What follows belongs to an exercise in optimizing a design on an open flow for small area and a short achievable clock period; a production flow would make more cautious choices.
The RTL was checked by simulation tests, not by an equivalence proof against the original design.
Power figures rest on the tool's default switching activity, not on a simulated workload.

==> trial 62 <==
==> flow/design.v <==
package gshare_pkg;
    localparam int HIST_BITS = 10;
    localparam int PC_BITS = 32;
    localparam int TABLE_SIZE = 1 << HIST_BITS;
endpackage : gshare_pkg
`timescale 1ns/10ps
module g_nor2 (input logic a, b, output logic y);
    assign y = ~(a | b);
endmodule
module g_ao8 (input logic [7:0] a, input logic [7:0] s, output logic y);
    assign y = |(a & s);
endmodule
module g_ao16 (input logic [15:0] a, input logic [15:0] s, output logic y);
    assign y = |(a & s);
endmodule
module g_or8 (input logic [7:0] a, output logic y);
    assign y = |a;
endmodule
module read_decode (
    input  logic [5:0]  index,
    output logic [63:0] col
);
    logic [7:0] hi;
    logic [7:0] lo;
    always_comb begin
        for (int i = 0; i < 8; i++) hi[i] = (index[5:3] == i[2:0]);
        for (int i = 0; i < 8; i++) lo[i] = (index[2:0] == i[2:0]);
        for (int c = 0; c < 64; c++) col[c] = hi[c / 8] & lo[c % 8];
    end
endmodule
module read_row (
    input  logic [63:0] data,
    input  logic [63:0] col,
    output logic        y
);
    logic [7:0] grp;
    for (genvar k = 0; k < 8; k++) begin : g_grp
        g_ao8 u (.a(data[8 * k +: 8]), .s(col[8 * k +: 8]), .y(grp[k]));
    end
    g_or8 u_or (.a(grp), .y(y));
endmodule
`timescale 1ns/10ps
module pattern_table (
    input  logic       clk,
    input  logic       rst,
    input  logic [8:0] read_pair,     
    input  logic       read_odd,      
    output logic [1:0] read_ctr,      
    input  logic       wr_valid,
    input  logic [9:0] wr_index,
    input  logic [1:0] wr_ctr
);
    logic [1023:0][1:0] table_q;
    logic [31:0]        row_sel_n;
    logic [31:0]        col_sel_n;
    logic [1023:0]      wr_en;
    logic [1:0]         wr_data;
    always_comb begin
        for (int r = 0; r < 32; r++) begin
            row_sel_n[r] = ~(rst | (wr_valid & (wr_index[9:5] == r[4:0])));
            col_sel_n[r] = ~(rst | (wr_valid & (wr_index[4:0] == r[4:0])));
        end
    end
    assign wr_data = rst ? 2'b01 : wr_ctr;
    for (genvar i = 0; i < 1024; i++) begin : g_ent
        g_nor2 u_en (.a(row_sel_n[i / 32]), .b(col_sel_n[i % 32]), .y(wr_en[i]));
        always_ff @(posedge clk) begin
            if (wr_en[i]) begin
                table_q[i] <= wr_data;
            end
        end
    end
    logic [63:0]            rd_col;
    logic [15:0][1:0][63:0] cand_in;
    logic [15:0][1:0]       cand_d;
    logic [15:0][1:0]       cand_q;
    logic [15:0]            pick_d;
    logic [15:0]            pick_q;
    logic [1:0][15:0]       cand_bit;
    read_decode u_dec (
        .index(read_pair[5:0]),
        .col(rd_col)
    );
    always_comb begin
        for (int s = 0; s < 16; s++) begin
            for (int c = 0; c < 64; c++) begin
                cand_in[s][0][c] = table_q[(s / 2) * 128 + c * 2 + (s % 2)][0];
                cand_in[s][1][c] = table_q[(s / 2) * 128 + c * 2 + (s % 2)][1];
            end
            pick_d[s] = ({read_pair[8:6], read_odd} == s[3:0]);
        end
    end
    for (genvar s = 0; s < 16; s++) begin : g_cand
        for (genvar b = 0; b < 2; b++) begin : g_bit
            read_row u_row (.data(cand_in[s][b]), .col(rd_col), .y(cand_d[s][b]));
        end
    end
    always_ff @(posedge clk) begin
        cand_q <= cand_d;
        pick_q <= pick_d;
    end
    always_comb begin
        for (int s = 0; s < 16; s++) begin
            cand_bit[0][s] = cand_q[s][0];
            cand_bit[1][s] = cand_q[s][1];
        end
    end
    for (genvar b = 0; b < 2; b++) begin : g_out
        g_ao16 u_pick (.a(cand_bit[b]), .s(pick_q), .y(read_ctr[b]));
    end
endmodule
`timescale 1ns/10ps
module gshare_predictor (
    input  logic        clk,
    input  logic        rst,
    input  logic        req_valid,
    input  logic [31:0] req_pc,
    output logic        req_ready,
    output logic        pred_valid,
    output logic        pred_taken,
    input  logic        res_valid,
    input  logic        res_taken,
    output logic        res_ready,
    output logic        mispredict
);
    logic [9:0] hist_q;
    logic [9:1] cur_hi_q;
    logic [9:0] stage_index_q;
    logic [1:0] stage_ctr;
    logic [9:0] q_index [0:3];
    logic [1:0] q_ctr   [0:3];
    logic [1:0] rd_ptr_q;
    logic [1:0] wr_ptr_q;
    logic [2:0] count_q;
    logic [9:0] head_hist_q;
    logic       wr_valid_q;
    logic [9:0] wr_index_q;
    logic [1:0] wr_ctr_q;
    logic [9:0] cur_hist;
    logic       read_odd;
    logic [9:0] head_index;
    logic [1:0] head_ctr;
    logic [1:0] next_ctr;
    logic       accept;
    logic       fire;
    logic       mis_d;
    logic       pv_d;
    logic [2:0] count_d;
    logic [9:0] hist_d;
    assign pred_taken = stage_ctr[1];
    assign accept = req_valid & req_ready;
    assign fire   = res_valid & res_ready;
    assign cur_hist = pred_valid ? {hist_q[8:0], pred_taken} : hist_q;
    assign read_odd = req_pc[2] ^ cur_hist[0];
    assign head_index = q_index[rd_ptr_q];
    assign head_ctr   = q_ctr[rd_ptr_q];
    always_comb begin
        case (head_ctr)
            2'b00:   next_ctr = res_taken ? 2'b01 : 2'b00;
            2'b01:   next_ctr = res_taken ? 2'b10 : 2'b00;
            2'b10:   next_ctr = res_taken ? 2'b11 : 2'b01;
            default: next_ctr = res_taken ? 2'b11 : 2'b10;
        endcase
    end
    assign mis_d   = fire & (res_taken != head_ctr[1]);
    assign pv_d    = accept & ~mis_d;
    assign count_d = mispredict ? 3'd0
                   : count_q + {2'b00, pred_valid} - {2'b00, fire};
    assign hist_d  = mispredict ? {head_hist_q[9:1], ~head_hist_q[0]} : cur_hist;
    pattern_table u_table (
        .clk,
        .rst,
        .read_pair(req_pc[11:3] ^ cur_hi_q),
        .read_odd,
        .read_ctr(stage_ctr),
        .wr_valid(wr_valid_q),
        .wr_index(wr_index_q),
        .wr_ctr(wr_ctr_q)
    );
    always_ff @(posedge clk) begin
        if (rst) begin
            hist_q <= '0;
            cur_hi_q <= '0;
            pred_valid <= 1'b0;
            req_ready <= 1'b0;
            res_ready <= 1'b0;
            rd_ptr_q <= '0;
            wr_ptr_q <= '0;
            count_q <= '0;
            wr_valid_q <= 1'b0;
            mispredict <= 1'b0;
        end else begin
            hist_q <= hist_d;
            cur_hi_q <= pv_d ? hist_d[8:0] : hist_d[9:1];
            pred_valid <= pv_d;
            req_ready <= ~mis_d & ({1'b0, count_d} + {3'b000, pv_d} < 4'd4);
            res_ready <= ~mis_d & (count_d != 3'd0);
            count_q <= count_d;
            wr_valid_q <= fire;
            mispredict <= mis_d;
            if (mispredict) begin
                rd_ptr_q <= '0;
                wr_ptr_q <= '0;
            end else begin
                if (pred_valid) wr_ptr_q <= wr_ptr_q + 2'd1;
                if (fire) rd_ptr_q <= rd_ptr_q + 2'd1;
            end
        end
    end
    always_ff @(posedge clk) begin
        stage_index_q <= {req_pc[11:3] ^ cur_hi_q, read_odd};
        wr_index_q <= head_index;
        wr_ctr_q <= next_ctr;
        head_hist_q <= (count_q == 3'd0) ? hist_q
                     : fire ? {head_hist_q[8:0], head_ctr[1]} : head_hist_q;
    end
    always_ff @(posedge clk) begin
        if (pred_valid) begin
            q_index[wr_ptr_q] <= stage_index_q;
            q_ctr[wr_ptr_q] <= stage_ctr;
        end
    end
endmodule
==> flow/run.sh <==
#!/bin/bash
# synth_recipe.tcl (not shown) runs the flow's synth.tcl, then flattens the netlist and writes it again
# the make line also repeats each setting of config.mk as NAME=value (left out here)
make -C /OpenROAD-flow-scripts/flow DESIGN_CONFIG=/design/flow/config.mk WORK_HOME=/design/flow/orfs CLKGATE_MAP_FILE= SYNTH_SCRIPT=/design/flow/synth_recipe.tcl finish
==> flow/config.mk <==
export PLATFORM = sky130hd
export DESIGN_NAME = gshare_predictor
export DESIGN_NICKNAME = gshare_predictor
export VERILOG_FILES = /design/flow/design.v
export SDC_FILE = /design/flow/constraint.sdc
export NUM_CORES = 4
export LEC_CHECK = 0
export CAP_MARGIN = 20
export CORE_MARGIN = 2
export CORE_UTILIZATION = 55
export CTS_CLUSTER_DIAMETER = 80
export CTS_CLUSTER_SIZE = 20
export SETUP_SLACK_MARGIN = 3.0
export SLEW_MARGIN = 20
export SYNTH_HIERARCHICAL = 1
==> flow/constraint.sdc <==
create_clock -name core_clock -period 6.0 [get_ports {clk}]
set_input_delay 1.2000 -clock core_clock [delete_from_list [all_inputs] [get_ports {clk}]]
set_output_delay 1.2000 -clock core_clock [all_outputs]
set_load 0.01 [all_outputs]
==> build 3: changes against trial 62 <==
--- a/flow/design.v
+++ b/flow/design.v
@@ -6,38 +6,2 @@
 `timescale 1ns/10ps
-module g_nor2 (input logic a, b, output logic y);
-    assign y = ~(a | b);
-endmodule
-module g_ao8 (input logic [7:0] a, input logic [7:0] s, output logic y);
-    assign y = |(a & s);
-endmodule
-module g_ao16 (input logic [15:0] a, input logic [15:0] s, output logic y);
-    assign y = |(a & s);
-endmodule
-module g_or8 (input logic [7:0] a, output logic y);
-    assign y = |a;
-endmodule
-module read_decode (
-    input  logic [5:0]  index,
-    output logic [63:0] col
-);
-    logic [7:0] hi;
-    logic [7:0] lo;
-    always_comb begin
-        for (int i = 0; i < 8; i++) hi[i] = (index[5:3] == i[2:0]);
-        for (int i = 0; i < 8; i++) lo[i] = (index[2:0] == i[2:0]);
-        for (int c = 0; c < 64; c++) col[c] = hi[c / 8] & lo[c % 8];
-    end
-endmodule
-module read_row (
-    input  logic [63:0] data,
-    input  logic [63:0] col,
-    output logic        y
-);
-    logic [7:0] grp;
-    for (genvar k = 0; k < 8; k++) begin : g_grp
-        g_ao8 u (.a(data[8 * k +: 8]), .s(col[8 * k +: 8]), .y(grp[k]));
-    end
-    g_or8 u_or (.a(grp), .y(y));
-endmodule
-`timescale 1ns/10ps
 module pattern_table (
@@ -45,5 +9,5 @@
     input  logic       rst,
-    input  logic [8:0] read_pair,     
-    input  logic       read_odd,      
-    output logic [1:0] read_ctr,      
+    input  logic [9:1] read_pair,    
+    input  logic       read_odd,     
+    output logic [1:0] read_ctr,
     input  logic       wr_valid,
@@ -53,5 +17,4 @@
     logic [1023:0][1:0] table_q;
-    logic [31:0]        row_sel_n;
-    logic [31:0]        col_sel_n;
-    logic [1023:0]      wr_en;
+    logic [31:0]        row_sel;
+    logic [31:0]        col_sel;
     logic [1:0]         wr_data;
@@ -59,4 +22,4 @@
         for (int r = 0; r < 32; r++) begin
-            row_sel_n[r] = ~(rst | (wr_valid & (wr_index[9:5] == r[4:0])));
-            col_sel_n[r] = ~(rst | (wr_valid & (wr_index[4:0] == r[4:0])));
+            row_sel[r] = rst | (wr_valid & (wr_index[9:5] == r[4:0]));
+            col_sel[r] = rst | (wr_valid & (wr_index[4:0] == r[4:0]));
         end
@@ -65,5 +28,4 @@
     for (genvar i = 0; i < 1024; i++) begin : g_ent
-        g_nor2 u_en (.a(row_sel_n[i / 32]), .b(col_sel_n[i % 32]), .y(wr_en[i]));
         always_ff @(posedge clk) begin
-            if (wr_en[i]) begin
+            if (row_sel[i / 32] & col_sel[i % 32]) begin
                 table_q[i] <= wr_data;
@@ -72,25 +34,24 @@
     end
-    logic [63:0]            rd_col;
-    logic [15:0][1:0][63:0] cand_in;
-    logic [15:0][1:0]       cand_d;
-    logic [15:0][1:0]       cand_q;
-    logic [15:0]            pick_d;
-    logic [15:0]            pick_q;
-    logic [1:0][15:0]       cand_bit;
-    read_decode u_dec (
-        .index(read_pair[5:0]),
-        .col(rd_col)
-    );
+    logic [31:0]           rd_row;
+    logic [15:0]           rd_col;
+    logic [31:0][1:0][1:0] row_val;
+    logic [1:0][1:0]       pair_val;
     always_comb begin
-        for (int s = 0; s < 16; s++) begin
-            for (int c = 0; c < 64; c++) begin
-                cand_in[s][0][c] = table_q[(s / 2) * 128 + c * 2 + (s % 2)][0];
-                cand_in[s][1][c] = table_q[(s / 2) * 128 + c * 2 + (s % 2)][1];
+        for (int r = 0; r < 32; r++) begin
+            rd_row[r] = (read_pair[9:5] == r[4:0]);
+        end
+        for (int c = 0; c < 16; c++) begin
+            rd_col[c] = (read_pair[4:1] == c[3:0]);
+        end
+        for (int r = 0; r < 32; r++) begin
+            row_val[r] = '0;
+            for (int c = 0; c < 16; c++) begin
+                row_val[r][0] = row_val[r][0] | (table_q[r * 32 + c * 2] & {2{rd_col[c]}});
+                row_val[r][1] = row_val[r][1] | (table_q[r * 32 + c * 2 + 1] & {2{rd_col[c]}});
             end
-            pick_d[s] = ({read_pair[8:6], read_odd} == s[3:0]);
         end
-    end
-    for (genvar s = 0; s < 16; s++) begin : g_cand
-        for (genvar b = 0; b < 2; b++) begin : g_bit
-            read_row u_row (.data(cand_in[s][b]), .col(rd_col), .y(cand_d[s][b]));
+        pair_val = '0;
+        for (int r = 0; r < 32; r++) begin
+            pair_val[0] = pair_val[0] | (row_val[r][0] & {2{rd_row[r]}});
+            pair_val[1] = pair_val[1] | (row_val[r][1] & {2{rd_row[r]}});
         end
@@ -98,13 +59,3 @@
     always_ff @(posedge clk) begin
-        cand_q <= cand_d;
-        pick_q <= pick_d;
-    end
-    always_comb begin
-        for (int s = 0; s < 16; s++) begin
-            cand_bit[0][s] = cand_q[s][0];
-            cand_bit[1][s] = cand_q[s][1];
-        end
-    end
-    for (genvar b = 0; b < 2; b++) begin : g_out
-        g_ao16 u_pick (.a(cand_bit[b]), .s(pick_q), .y(read_ctr[b]));
+        read_ctr <= read_odd ? pair_val[1] : pair_val[0];
     end
@@ -129,2 +80,3 @@
     logic [1:0] stage_ctr;
+    logic [9:0] recover_q;
     logic [9:0] q_index [0:3];
@@ -168,3 +120,3 @@
                    : count_q + {2'b00, pred_valid} - {2'b00, fire};
-    assign hist_d  = mispredict ? {head_hist_q[9:1], ~head_hist_q[0]} : cur_hist;
+    assign hist_d  = mispredict ? recover_q : cur_hist;
     pattern_table u_table (
@@ -213,2 +165,3 @@
         wr_ctr_q <= next_ctr;
+        recover_q <= {head_hist_q[8:0], res_taken};
         head_hist_q <= (count_q == 3'd0) ? hist_q
CORE_UTILIZATION = 35   (was 55)
CTS_CLUSTER_DIAMETER = unset   (was 80)
CTS_CLUSTER_SIZE = unset   (was 20)
SETUP_SLACK_MARGIN = unset   (was 3.0)
SYNTH_HIERARCHICAL = unset   (was 1)
==> notes.md <==
- Trial 62 ran to the end with no violations. Build 3 finished with timing, DRC and antenna clean.
- Between trial 62 and build 3, the lower register-to-register slack is in build 3 (gap 1.5 ns).
- Between trial 62 and build 3, the lower fmax is in build 3 (gap 56%, measured against build 3).
- In trial 62 the sequential cell count is higher than in build 3, by 37.
- Of build 3 and trial 62, trial 62 has the higher setup slack (gap 1.8 ns).
- Of build 3 and trial 62, build 3 has the higher cell area (gap about 3.6%, measured against trial 62).
- In trial 62 the synthesized cell count is smaller than in build 3, by about 14%.
- Between build 3 and trial 62, the lower clock skew is in trial 62 (gap 0.019 ns).
==> figures <==
| metric | trial 62 | build 3 |
|---|---|---|
| Result of the run | timing/DRC/antenna clean | timing/DRC/antenna clean |
| Pin slew with the least headroom to its limit | 1.29 ns | 1.34 ns |
| Count of flip-flops with a built-in enable after synthesis | 2106 | 2105 |
| Weighted congestion at the end of routability-driven global placement | 0.894 | 0.940 |
| Portion of total power attributed to the clock network | 0.284 | 0.354 |
| Number of DRC markers after the initial detailed-route iteration | 7461 | 10900 |
| Post-CTS Setup Bufs | 206 | 0 |
| Synthesis warning total | 9 | 2 |
| Critical path launch point | u_table.cand_q[15]$_DFF_P_ | req_pc[4] |
| Number of resized instances in the post-cts repair step | 239 | 0 |
| Highest clock frequency the design can meet | 309 MHz | 198 MHz |
| FF-to-FF End | u_table.cand_q[21]$_DFF_P_ | u_table.read_ctr[1]$_DFF_P_ |
| Maximum number of pins on one net before global-route repair | 155 | 168 |
| Final non-clock buffer share | 0.0569 | 0.0432 |
| Number of cells on the critical path | 5 | 15 |
| Adder-cell share of the synthesized area | 0.00141 | 0.00135 |


==> v9: inputs <==
gshare_predictor, a different RTL version from the one above (not shown whole).
make LEC_CHECK=0 CAP_MARGIN=20 CORE_MARGIN=2 CORE_UTILIZATION=35 SETUP_SLACK_MARGIN=3.5 SLEW_MARGIN=20 SYNTH_HIERARCHICAL=1 finish   # period 6.0 ns
run.sh (not shown) runs the stock make flow with config.mk's settings and CLKGATE_MAP_FILE= SYNTH_SCRIPT=/design/flow/synth_recipe.tcl, a recipe that flattens the netlist after the stock synthesis.
==> inputs of v12, as changes to v9 <==
--- a/flow/design.v
+++ b/flow/design.v
@@ -11,47 +11,45 @@
     assign y = |(a & s);
 endmodule
 module g_or16 (input logic [15:0] a, output logic y);
     assign y = |a;
 endmodule
 module read_decode (
-    input  logic [9:0]   index,
-    output logic [127:0] col,
-    output logic [7:0]   row
+    input  logic [6:0]   pc,
+    input  logic [6:0]   hist,
+    output logic [127:0] col
 );
     logic [15:0] hi;
     logic [7:0]  lo;
-    always_comb begin
+    logic [6:0]  index;
+    always_comb begin
+        index = pc ^ hist;
         for (int i = 0; i < 16; i++) hi[i] = (index[6:3] == i[3:0]);
         for (int i = 0; i < 8; i++)  lo[i] = (index[2:0] == i[2:0]);
-        for (int i = 0; i < 8; i++)  row[i] = (index[9:7] == i[2:0]);
         for (int c = 0; c < 128; c++) col[c] = hi[c / 8] & lo[c % 8];
     end
 endmodule
-module read_plane (
-    input  logic [1023:0] data,
-    input  logic [127:0]  col,
-    input  logic [7:0]    row,
-    output logic          bit_out
-);
-    logic [7:0][15:0] grp;       
-    logic [7:0]       row_or;    
-    for (genvar r = 0; r < 8; r++) begin : g_row
-        for (genvar k = 0; k < 16; k++) begin : g_grp
-            g_ao8 u (.a(data[r * 128 + 8 * k +: 8]), .s(col[8 * k +: 8]), .y(grp[r][k]));
-        end
-        g_or16 u_or (.a(grp[r]), .y(row_or[r]));
-    end
-    g_ao8 u_out (.a(row_or), .s(row), .y(bit_out));
+module read_row (
+    input  logic [127:0] data,
+    input  logic [127:0] col,
+    output logic         y
+);
+    logic [15:0] grp;
+    for (genvar k = 0; k < 16; k++) begin : g_grp
+        g_ao8 u (.a(data[8 * k +: 8]), .s(col[8 * k +: 8]), .y(grp[k]));
+    end
+    g_or16 u_or (.a(grp), .y(y));
 endmodule
 `timescale 1ns/10ps
 module pattern_table (
     input  logic       clk,
     input  logic       rst,
-    input  logic [9:0] read_index,
-    output logic [1:0] read_ctr,
+    input  logic [8:0] read_pc,       
+    input  logic [8:0] read_hist,     
+    input  logic       read_odd,      
+    output logic [1:0] read_ctr,      
     input  logic       wr_valid,
     input  logic [9:0] wr_index,
     input  logic [1:0] wr_ctr
 );
     logic [1023:0][1:0] table_q;
     logic [31:0]        row_sel_n;
@@ -70,37 +68,50 @@
         always_ff @(posedge clk) begin
             if (wr_en[i]) begin
                 table_q[i] <= wr_data;
             end
         end
     end
-    logic [127:0]         rd_col;
-    logic [7:0]           rd_row;
-    logic [1:0][1023:0]   plane;
-    logic [1:0]           read_val;
-    always_comb begin
-        for (int i = 0; i < 1024; i++) begin
-            plane[0][i] = table_q[i][0];
-            plane[1][i] = table_q[i][1];
-        end
-    end
+    logic [127:0]           rd_col;
+    logic [7:0][1:0][127:0] cand_in;
+    logic [7:0][1:0]        cand_d;
+    logic [7:0][1:0]        cand_q;
+    logic [7:0]             pick_d;
+    logic [7:0]             pick_q;
+    logic [1:0][7:0]        cand_bit;
     read_decode u_dec (
-        .index(read_index),
-        .col(rd_col),
-        .row(rd_row)
+        .pc(read_pc[6:0]),
+        .hist(read_hist[6:0]),
+        .col(rd_col)
     );
-    for (genvar b = 0; b < 2; b++) begin : g_bit
-        read_plane u_plane (
-            .data(plane[b]),
-            .col(rd_col),
-            .row(rd_row),
-            .bit_out(read_val[b])
-        );
-    end
-    always_ff @(posedge clk) begin
-        read_ctr <= read_val;
+    always_comb begin
+        for (int s = 0; s < 8; s++) begin
+            for (int c = 0; c < 128; c++) begin
+                cand_in[s][0][c] = table_q[(s / 2) * 256 + c * 2 + (s % 2)][0];
+                cand_in[s][1][c] = table_q[(s / 2) * 256 + c * 2 + (s % 2)][1];
+            end
+            pick_d[s] = ({read_pc[8:7] ^ read_hist[8:7], read_odd} == s[2:0]);
+        end
+    end
+    for (genvar s = 0; s < 8; s++) begin : g_cand
+        for (genvar b = 0; b < 2; b++) begin : g_bit
+            read_row u_row (.data(cand_in[s][b]), .col(rd_col), .y(cand_d[s][b]));
+        end
+    end
+    always_ff @(posedge clk) begin
+        cand_q <= cand_d;
+        pick_q <= pick_d;
+    end
+    always_comb begin
+        for (int s = 0; s < 8; s++) begin
+            cand_bit[0][s] = cand_q[s][0];
+            cand_bit[1][s] = cand_q[s][1];
+        end
+    end
+    for (genvar b = 0; b < 2; b++) begin : g_out
+        g_ao8 u_pick (.a(cand_bit[b]), .s(pick_q), .y(read_ctr[b]));
     end
 endmodule
 `timescale 1ns/10ps
 module gshare_predictor (
     input  logic        clk,
     input  logic        rst,
@@ -115,13 +126,12 @@
     output logic        mispredict
 );
     logic [9:0] hist_q;
     logic [9:1] cur_hi_q;
     logic [9:0] stage_index_q;
     logic [1:0] stage_ctr;
-    logic [9:0] recover_q;
     logic [9:0] q_index [0:3];
     logic [1:0] q_ctr   [0:3];
     logic [1:0] rd_ptr_q;
     logic [1:0] wr_ptr_q;
     logic [2:0] count_q;
     logic [9:0] head_hist_q;
@@ -155,17 +165,19 @@
         endcase
     end
     assign mis_d   = fire & (res_taken != head_ctr[1]);
     assign pv_d    = accept & ~mis_d;
     assign count_d = mispredict ? 3'd0
                    : count_q + {2'b00, pred_valid} - {2'b00, fire};
-    assign hist_d  = mispredict ? recover_q : cur_hist;
+    assign hist_d  = mispredict ? {head_hist_q[9:1], ~head_hist_q[0]} : cur_hist;
     pattern_table u_table (
         .clk,
         .rst,
-        .read_index({req_pc[11:3] ^ cur_hi_q, read_odd}),
+        .read_pc(req_pc[11:3]),
+        .read_hist(cur_hi_q),
+        .read_odd,
         .read_ctr(stage_ctr),
         .wr_valid(wr_valid_q),
         .wr_index(wr_index_q),
         .wr_ctr(wr_ctr_q)
     );
     always_ff @(posedge clk) begin
@@ -199,13 +211,12 @@
         end
     end
     always_ff @(posedge clk) begin
         stage_index_q <= {req_pc[11:3] ^ cur_hi_q, read_odd};
         wr_index_q <= head_index;
         wr_ctr_q <= next_ctr;
-        recover_q <= {head_hist_q[8:0], res_taken};
         head_hist_q <= (count_q == 3'd0) ? hist_q
                      : fire ? {head_hist_q[8:0], head_ctr[1]} : head_hist_q;
     end
     always_ff @(posedge clk) begin
         if (pred_valid) begin
             q_index[wr_ptr_q] <= stage_index_q;
==> flow/config.mk (replaced) <==
export PLATFORM = sky130hd
export DESIGN_NAME = gshare_predictor
export DESIGN_NICKNAME = gshare_predictor
export VERILOG_FILES = /design/flow/design.v
export SDC_FILE = /design/flow/constraint.sdc
export NUM_CORES = 4
export LEC_CHECK = 0
export CAP_MARGIN = 20
export CORE_MARGIN = 2
export CORE_UTILIZATION = 55
export CTS_CLUSTER_DIAMETER = 80
export CTS_CLUSTER_SIZE = 20
export SETUP_SLACK_MARGIN = 3.4
export SLEW_MARGIN = 20
export SYNTH_HIERARCHICAL = 1
==> inputs of v35, as changes to v9 <==
--- a/flow/design.v
+++ b/flow/design.v
@@ -11,47 +11,45 @@
     assign y = |(a & s);
 endmodule
 module g_or16 (input logic [15:0] a, output logic y);
     assign y = |a;
 endmodule
 module read_decode (
-    input  logic [9:0]   index,
-    output logic [127:0] col,
-    output logic [7:0]   row
+    input  logic [6:0]   pc,
+    input  logic [6:0]   hist,
+    output logic [127:0] col
 );
     logic [15:0] hi;
     logic [7:0]  lo;
-    always_comb begin
+    logic [6:0]  index;
+    always_comb begin
+        index = pc ^ hist;
         for (int i = 0; i < 16; i++) hi[i] = (index[6:3] == i[3:0]);
         for (int i = 0; i < 8; i++)  lo[i] = (index[2:0] == i[2:0]);
-        for (int i = 0; i < 8; i++)  row[i] = (index[9:7] == i[2:0]);
         for (int c = 0; c < 128; c++) col[c] = hi[c / 8] & lo[c % 8];
     end
 endmodule
-module read_plane (
-    input  logic [1023:0] data,
-    input  logic [127:0]  col,
-    input  logic [7:0]    row,
-    output logic          bit_out
-);
-    logic [7:0][15:0] grp;       
-    logic [7:0]       row_or;    
-    for (genvar r = 0; r < 8; r++) begin : g_row
-        for (genvar k = 0; k < 16; k++) begin : g_grp
-            g_ao8 u (.a(data[r * 128 + 8 * k +: 8]), .s(col[8 * k +: 8]), .y(grp[r][k]));
-        end
-        g_or16 u_or (.a(grp[r]), .y(row_or[r]));
-    end
-    g_ao8 u_out (.a(row_or), .s(row), .y(bit_out));
+module read_row (
+    input  logic [127:0] data,
+    input  logic [127:0] col,
+    output logic         y
+);
+    logic [15:0] grp;
+    for (genvar k = 0; k < 16; k++) begin : g_grp
+        g_ao8 u (.a(data[8 * k +: 8]), .s(col[8 * k +: 8]), .y(grp[k]));
+    end
+    g_or16 u_or (.a(grp), .y(y));
 endmodule
 `timescale 1ns/10ps
 module pattern_table (
     input  logic       clk,
     input  logic       rst,
-    input  logic [9:0] read_index,
-    output logic [1:0] read_ctr,
+    input  logic [8:0] read_pc,       
+    input  logic [8:0] read_hist,     
+    input  logic       read_odd,      
+    output logic [1:0] read_ctr,      
     input  logic       wr_valid,
     input  logic [9:0] wr_index,
     input  logic [1:0] wr_ctr
 );
     logic [1023:0][1:0] table_q;
     logic [31:0]        row_sel_n;
@@ -70,37 +68,50 @@
         always_ff @(posedge clk) begin
             if (wr_en[i]) begin
                 table_q[i] <= wr_data;
             end
         end
     end
-    logic [127:0]         rd_col;
-    logic [7:0]           rd_row;
-    logic [1:0][1023:0]   plane;
-    logic [1:0]           read_val;
-    always_comb begin
-        for (int i = 0; i < 1024; i++) begin
-            plane[0][i] = table_q[i][0];
-            plane[1][i] = table_q[i][1];
-        end
-    end
+    logic [127:0]           rd_col;
+    logic [7:0][1:0][127:0] cand_in;
+    logic [7:0][1:0]        cand_d;
+    logic [7:0][1:0]        cand_q;
+    logic [7:0]             pick_d;
+    logic [7:0]             pick_q;
+    logic [1:0][7:0]        cand_bit;
     read_decode u_dec (
-        .index(read_index),
-        .col(rd_col),
-        .row(rd_row)
+        .pc(read_pc[6:0]),
+        .hist(read_hist[6:0]),
+        .col(rd_col)
     );
-    for (genvar b = 0; b < 2; b++) begin : g_bit
-        read_plane u_plane (
-            .data(plane[b]),
-            .col(rd_col),
-            .row(rd_row),
-            .bit_out(read_val[b])
-        );
-    end
-    always_ff @(posedge clk) begin
-        read_ctr <= read_val;
+    always_comb begin
+        for (int s = 0; s < 8; s++) begin
+            for (int c = 0; c < 128; c++) begin
+                cand_in[s][0][c] = table_q[(s / 2) * 256 + c * 2 + (s % 2)][0];
+                cand_in[s][1][c] = table_q[(s / 2) * 256 + c * 2 + (s % 2)][1];
+            end
+            pick_d[s] = ({read_pc[8:7] ^ read_hist[8:7], read_odd} == s[2:0]);
+        end
+    end
+    for (genvar s = 0; s < 8; s++) begin : g_cand
+        for (genvar b = 0; b < 2; b++) begin : g_bit
+            read_row u_row (.data(cand_in[s][b]), .col(rd_col), .y(cand_d[s][b]));
+        end
+    end
+    always_ff @(posedge clk) begin
+        cand_q <= cand_d;
+        pick_q <= pick_d;
+    end
+    always_comb begin
+        for (int s = 0; s < 8; s++) begin
+            cand_bit[0][s] = cand_q[s][0];
+            cand_bit[1][s] = cand_q[s][1];
+        end
+    end
+    for (genvar b = 0; b < 2; b++) begin : g_out
+        g_ao8 u_pick (.a(cand_bit[b]), .s(pick_q), .y(read_ctr[b]));
     end
 endmodule
 `timescale 1ns/10ps
 module gshare_predictor (
     input  logic        clk,
     input  logic        rst,
@@ -115,13 +126,12 @@
     output logic        mispredict
 );
     logic [9:0] hist_q;
     logic [9:1] cur_hi_q;
     logic [9:0] stage_index_q;
     logic [1:0] stage_ctr;
-    logic [9:0] recover_q;
     logic [9:0] q_index [0:3];
     logic [1:0] q_ctr   [0:3];
     logic [1:0] rd_ptr_q;
     logic [1:0] wr_ptr_q;
     logic [2:0] count_q;
     logic [9:0] head_hist_q;
@@ -155,17 +165,19 @@
         endcase
     end
     assign mis_d   = fire & (res_taken != head_ctr[1]);
     assign pv_d    = accept & ~mis_d;
     assign count_d = mispredict ? 3'd0
                    : count_q + {2'b00, pred_valid} - {2'b00, fire};
-    assign hist_d  = mispredict ? recover_q : cur_hist;
+    assign hist_d  = mispredict ? {head_hist_q[9:1], ~head_hist_q[0]} : cur_hist;
     pattern_table u_table (
         .clk,
         .rst,
-        .read_index({req_pc[11:3] ^ cur_hi_q, read_odd}),
+        .read_pc(req_pc[11:3]),
+        .read_hist(cur_hi_q),
+        .read_odd,
         .read_ctr(stage_ctr),
         .wr_valid(wr_valid_q),
         .wr_index(wr_index_q),
         .wr_ctr(wr_ctr_q)
     );
     always_ff @(posedge clk) begin
@@ -199,13 +211,12 @@
         end
     end
     always_ff @(posedge clk) begin
         stage_index_q <= {req_pc[11:3] ^ cur_hi_q, read_odd};
         wr_index_q <= head_index;
         wr_ctr_q <= next_ctr;
-        recover_q <= {head_hist_q[8:0], res_taken};
         head_hist_q <= (count_q == 3'd0) ? hist_q
                      : fire ? {head_hist_q[8:0], head_ctr[1]} : head_hist_q;
     end
     always_ff @(posedge clk) begin
         if (pred_valid) begin
             q_index[wr_ptr_q] <= stage_index_q;
==> flow/config.mk (replaced) <==
export PLATFORM = sky130hd
export DESIGN_NAME = gshare_predictor
export DESIGN_NICKNAME = gshare_predictor
export VERILOG_FILES = /design/flow/design.v
export SDC_FILE = /design/flow/constraint.sdc
export NUM_CORES = 4
export LEC_CHECK = 0
export CAP_MARGIN = 20
export CORE_MARGIN = 2
export CORE_UTILIZATION = 65
export CTS_CLUSTER_DIAMETER = 80
export CTS_CLUSTER_SIZE = 20
export SETUP_SLACK_MARGIN = 3.4
export SLEW_MARGIN = 20
export SYNTH_HIERARCHICAL = 1
==> comparison <==
Core utilization: v35 is higher than v9 (34 points). In v9 the synthesized area is lower than in v12, by 0.28%. The highest hold slack belongs to v35, the lowest to v9. The lowest first-iteration DRC count belongs to v9, the highest to v35. In synthesized cell count, v35 and v9 hardly differ. Clock skew, lowest first: v35, v12, v9. Final cell count: v9 > v12 > v35. Die area, highest first: v9, v12, v35.
==> figures <==
|  | v35 | v9 | v12 |
|---|---|---|---|
| Average wire length per cell after detail routing | 32.3 um | 27.2 um | 32.4 um |
| Number of synthesized flops with an enable pin | 2106 | 2105 | 2106 |
| Max incr delay on CP | 0.33 ns | 0.38 ns | 0.56 ns |
| Start of the worst register-to-register path | cur_hi_q[7]$_SDFF_PP0_ | pred_valid$_SDFF_PP0_ | cur_hi_q[7]$_SDFF_PP0_ |
| Worst Hold Path EP | q_index[3][6]$_DFFE_PP_ | recover_q[9]$_DFF_P_ | q_index[1][6]$_DFFE_PP_ |
| Sequential fraction of the synthesis area | 79.7% | 79.6% | 79.7% |
| Highest metal layer with signal wires | met5 | met5 | met4 |
| Status | timing/DRC/antenna clean | timing/DRC/antenna clean | timing/DRC/antenna clean |
| Critical Path End | pred_taken | u_table.read_ctr[1]$_DFF_P_ | u_table.cand_q[6]$_DFF_P_ |
| Worst R2R Setup Slack | 3.18 ns | 2.51 ns | 3.11 ns |
| Tapcell count | 1637 | 3026 | 1930 |
| Full die area | 128000 um^2 | 236000 um^2 | 151000 um^2 |
| Area of the mapped netlist | 81300 um^2 | 81100 um^2 | 81300 um^2 |
| Worst setup slack before clock tree synthesis | 0.890 ns | 0.632 ns | 0.976 ns |
| Power density over the cells | 326 nW/um^2 | 366 nW/um^2 | 330 nW/um^2 |
| Placeable core area | 124000 um^2 | 230000 um^2 | 147000 um^2 |
| Flop and latch count out of synthesis | 2185 | 2172 | 2185 |
| Hold path start | stage_index_q[6]$_DFF_P_ | head_hist_q[8]$_DFFE_PP_ | stage_index_q[6]$_DFF_P_ |

-- what the ideal ports hide --
The results above use ideal ports. As a check the final layouts listed here were re-extracted and re-timed, cells and wires unchanged. Step 1, drivers: a clkbuf_16 drives clk and a buf_2 each remaining input, both assumed. Step 2 adds t to the input delays and takes it off the output delays; t is the mean of the earliest and latest rising clock arrival at the registers after step 1. Input paths then give back, and output paths get back, about the clock's delay inside the block. Three values: ideal ports, drivers, drivers and shift; two values: the first two.
run | shift t [ns] | setup WS [ns] | hold slack, ns | worst setup path after step 2 | worst slew at a driven data input, ns
trial 62 | 0.856 | 2.760 / 2.675 / 1.956 | 0.481 / 0.481 / 0.481 | input to register | 0.07
build 3 | 0.954 | 0.955 / 1.004 / 0.050 | 0.337 / 0.337 / 0.337 | input to register | 0.04
v9 | 0.922 | 2.414 / 2.444 / 1.522 | 0.345 / 0.345 / 0.345 | input to register | 0.07
v12 | 0.855 | 3.014 / 2.983 / 2.184 | 0.485 / 0.485 / 0.485 | input to register | 0.11
v35 | 0.835 | 3.050 / 2.968 / 2.254 | 0.495 / 0.495 / 0.495 | input to register | 0.07
After both steps setup and hold are still met in every run listed. For build 3, which loses most, drivers alone change the setup slack by +0.049 ns; drivers and shift together by -0.905 ns.
